This is an optimization exercise on Yosys and OpenROAD, whose aim is small area and a short achievable clock period, not a production implementation.
Power figures rest on the tool's default switching activity, not on a simulated workload.

## the reference run
==> module branch_target_predictor, before the edit <==
module branch_target_predictor #(
    parameter int ENTRIES = 16,
    parameter int CNT_W   = 2,
    parameter int STAT_W  = 32
) (
    input  logic              CLK,
    input  logic              RST,
    input  logic              lookup_en,
    input  logic [31:0]       lookup_pc,
    output logic              pred_hit,
    output logic              pred_taken,
    output logic [31:0]       pred_target,
    input  logic              update_en,
    input  logic [31:0]       update_pc,
    input  logic              update_taken,
    input  logic [31:0]       update_target,
    input  logic              update_mispredict,
    input  logic              flush_all,
    output logic [STAT_W-1:0] lookup_count,
    output logic [STAT_W-1:0] mispredict_count
);
    localparam int IDX_W = $clog2(ENTRIES);
    localparam int TAG_W = 32 - IDX_W - 2;
    localparam logic [CNT_W-1:0] CNT_WEAK = CNT_W'(1) << (CNT_W - 1);
    logic [ENTRIES-1:0] valid;
    logic [TAG_W-1:0]   tags    [ENTRIES];
    logic [31:0]        targets [ENTRIES];
    logic [CNT_W-1:0]   cnts    [ENTRIES];
    logic [IDX_W-1:0] lk_idx;
    logic [TAG_W-1:0] lk_tag;
    logic [IDX_W-1:0] up_idx;
    logic [TAG_W-1:0] up_tag;
    logic             up_hit;
    logic             up_act;
    assign lk_idx = lookup_pc[IDX_W+1:2];
    assign lk_tag = lookup_pc[31:IDX_W+2];
    assign up_idx = update_pc[IDX_W+1:2];
    assign up_tag = update_pc[31:IDX_W+2];
    logic [ENTRIES-1:0] lk_sel;
    logic [TAG_W-1:0]   rd_tag;
    logic [31:0]        rd_target;
    logic               rd_valid;
    logic               rd_cnt;
    always_comb begin
        rd_tag    = '0;
        rd_target = '0;
        rd_valid  = 1'b0;
        rd_cnt    = 1'b0;
        for (int i = 0; i < ENTRIES; i++) begin
            lk_sel[i] = (lk_idx == IDX_W'(i));
            rd_tag    = rd_tag    | ({TAG_W{lk_sel[i]}} & tags[i]);
            rd_target = rd_target | ({32{lk_sel[i]}} & targets[i]);
            rd_valid  = rd_valid  | (lk_sel[i] & valid[i]);
            rd_cnt    = rd_cnt    | (lk_sel[i] & cnts[i][CNT_W-1]);
        end
        pred_hit    = rd_valid && (rd_tag == lk_tag);
        pred_taken  = pred_hit && rd_cnt;
        pred_target = pred_hit ? rd_target : '0;
    end
    assign up_hit = valid[up_idx] && (tags[up_idx] == up_tag);
    assign up_act = update_en && !flush_all;
    always_ff @(posedge CLK or posedge RST) begin
        if (RST)
            valid <= '0;
        else if (flush_all)
            valid <= '0;
        else if (update_en && update_taken)
            valid[up_idx] <= 1'b1;
    end
    always_ff @(posedge CLK) begin
        if (up_act && update_taken) begin
            tags[up_idx]    <= up_tag;
            targets[up_idx] <= update_target;
        end
    end
    always_ff @(posedge CLK) begin
        if (up_act) begin
            if (up_hit) begin
                if (update_taken) begin
                    if (cnts[up_idx] != '1)
                        cnts[up_idx] <= cnts[up_idx] + CNT_W'(1);
                end else if (cnts[up_idx] != '0) begin
                    cnts[up_idx] <= cnts[up_idx] - CNT_W'(1);
                end
            end else if (update_taken) begin
                cnts[up_idx] <= CNT_WEAK;
            end
        end
    end
    always_ff @(posedge CLK or posedge RST) begin
        if (RST) begin
            lookup_count     <= '0;
            mispredict_count <= '0;
        end else begin
            if (lookup_en && (lookup_count != '1))
                lookup_count <= lookup_count + STAT_W'(1);
            if (update_en && update_mispredict && (mispredict_count != '1))
                mispredict_count <= mispredict_count + STAT_W'(1);
        end
    end
endmodule
==> flow/config.mk <==
export PLATFORM = sky130hd
export DESIGN_NAME = btb_top
export DESIGN_NICKNAME = btb_top
export VERILOG_FILES = /design/flow/design.v
export SDC_FILE = /design/flow/constraint.sdc
export NUM_CORES = 4
export LEC_CHECK = 0
export CAP_MARGIN = 20
export CORE_MARGIN = 2
export CORE_UTILIZATION = 55
export SETUP_SLACK_MARGIN = 2.0
export SLEW_MARGIN = 20
==> flow/constraint.sdc <==
create_clock -name core_clock -period 7.0 [get_ports {CLK}]
set_input_delay 1.4000 -clock core_clock [delete_from_list [all_inputs] [get_ports {CLK}]]
set_output_delay 1.4000 -clock core_clock [all_outputs]
set_load 0.01 [all_outputs]
standard.sh (not shown) runs the stock make flow with config.mk's settings and CLKGATE_MAP_FILE= SYNTH_SCRIPT=/design/flow/synth_recipe.tcl, a recipe that flattens the netlist after the stock synthesis.
==> flow/flow/run.sh <==
#!/bin/bash
bash standard.sh MATCH_CELL_FOOTPRINT=0 finish > standard.log 2>&1
The reference run went all the way through the flow, and no timing, DRC or antenna check failed.
Input-level comparison between the trial run and the reference run:
--- a/flow/design.v
+++ b/flow/design.v
@@ -73,24 +73,19 @@
     assign up_idx = update_pc[IDX_W+1:2];
     assign up_tag = update_pc[31:IDX_W+2];
-    logic [ENTRIES-1:0] lk_sel;
-    logic [TAG_W-1:0]   rd_tag;
+    logic [ENTRIES-1:0] lk_dec;
     logic [31:0]        rd_target;
-    logic               rd_valid;
     logic               rd_cnt;
     always_comb begin
-        rd_tag    = '0;
+        pred_hit  = 1'b0;
+        rd_cnt    = 1'b0;
         rd_target = '0;
-        rd_valid  = 1'b0;
-        rd_cnt    = 1'b0;
         for (int i = 0; i < ENTRIES; i++) begin
-            lk_sel[i] = (lk_idx == IDX_W'(i));
-            rd_tag    = rd_tag    | ({TAG_W{lk_sel[i]}} & tags[i]);
-            rd_target = rd_target | ({32{lk_sel[i]}} & targets[i]);
-            rd_valid  = rd_valid  | (lk_sel[i] & valid[i]);
-            rd_cnt    = rd_cnt    | (lk_sel[i] & cnts[i][CNT_W-1]);
+            lk_dec[i] = (lk_idx == IDX_W'(i));
+            pred_hit  = pred_hit | (lk_dec[i] && valid[i] && (tags[i] == lk_tag));
+            rd_cnt    = rd_cnt | (lk_dec[i] & cnts[i][CNT_W-1]);
+            rd_target = rd_target | ({32{lk_dec[i]}} & targets[i]);
         end
-        pred_hit    = rd_valid && (rd_tag == lk_tag);
-        pred_taken  = pred_hit && rd_cnt;
-        pred_target = pred_hit ? rd_target : '0;
+        pred_taken  = pred_hit & rd_cnt;
+        pred_target = {32{pred_hit}} & rd_target;
     end
     assign up_hit = valid[up_idx] && (tags[up_idx] == up_tag);
The trial run — critical path depth 8 lower, the reference run as reference
The faster design of the two is the trial run; the reference run tops out lower.
The trial run: sequential cell area fraction in the yosys report 2.3 points below the reference run
On total power, the reference run and the trial run are neck and neck.
Re max-slew headroom at the worst pin: the trial run is 12 points up on the reference run.
The worst setup slack number comes out lower for the reference run vs the trial run.
Routed wire in the trial run totals more than in the reference run.
Compared the trial run vs the reference run, and total nets after synthesis is up in the trial run.
Function was not checked in any run of this note: the RTL went through the layout flow alone.

## afterwards: timing with drivers on the ports
How much do the figures lean on ideal ports? The routed layouts below were timed once more, with nothing changed but the port constraints. Step 1, drivers: a clkbuf_16 drives CLK and a buf_2 each remaining input, both assumed. Step 2 moves the port delays by t, midway between the first and last clock arrival at a register: inputs arrive t later, outputs are due t later. That takes back most of the time a late clock gives input paths. a / b / c = ideal / step 1 / step 2; a / b = the first two.
run | t (ns) | slack for setup (ns) | clock arrival spread, ns | worst register clock-pin slew, ns
the reference run | 0.743 | 0.810 / 0.599 / 0.599 | 0.050 / 0.050 | 0.06 / 0.06
the trial run | 0.744 | 1.703 / 1.623 / 1.331 | 0.032 / 0.033 | 0.07 / 0.07
After both steps setup and hold are still met in every run listed. For the trial run, which loses most, drivers alone change the setup slack by -0.080 ns; drivers and shift together by -0.372 ns.
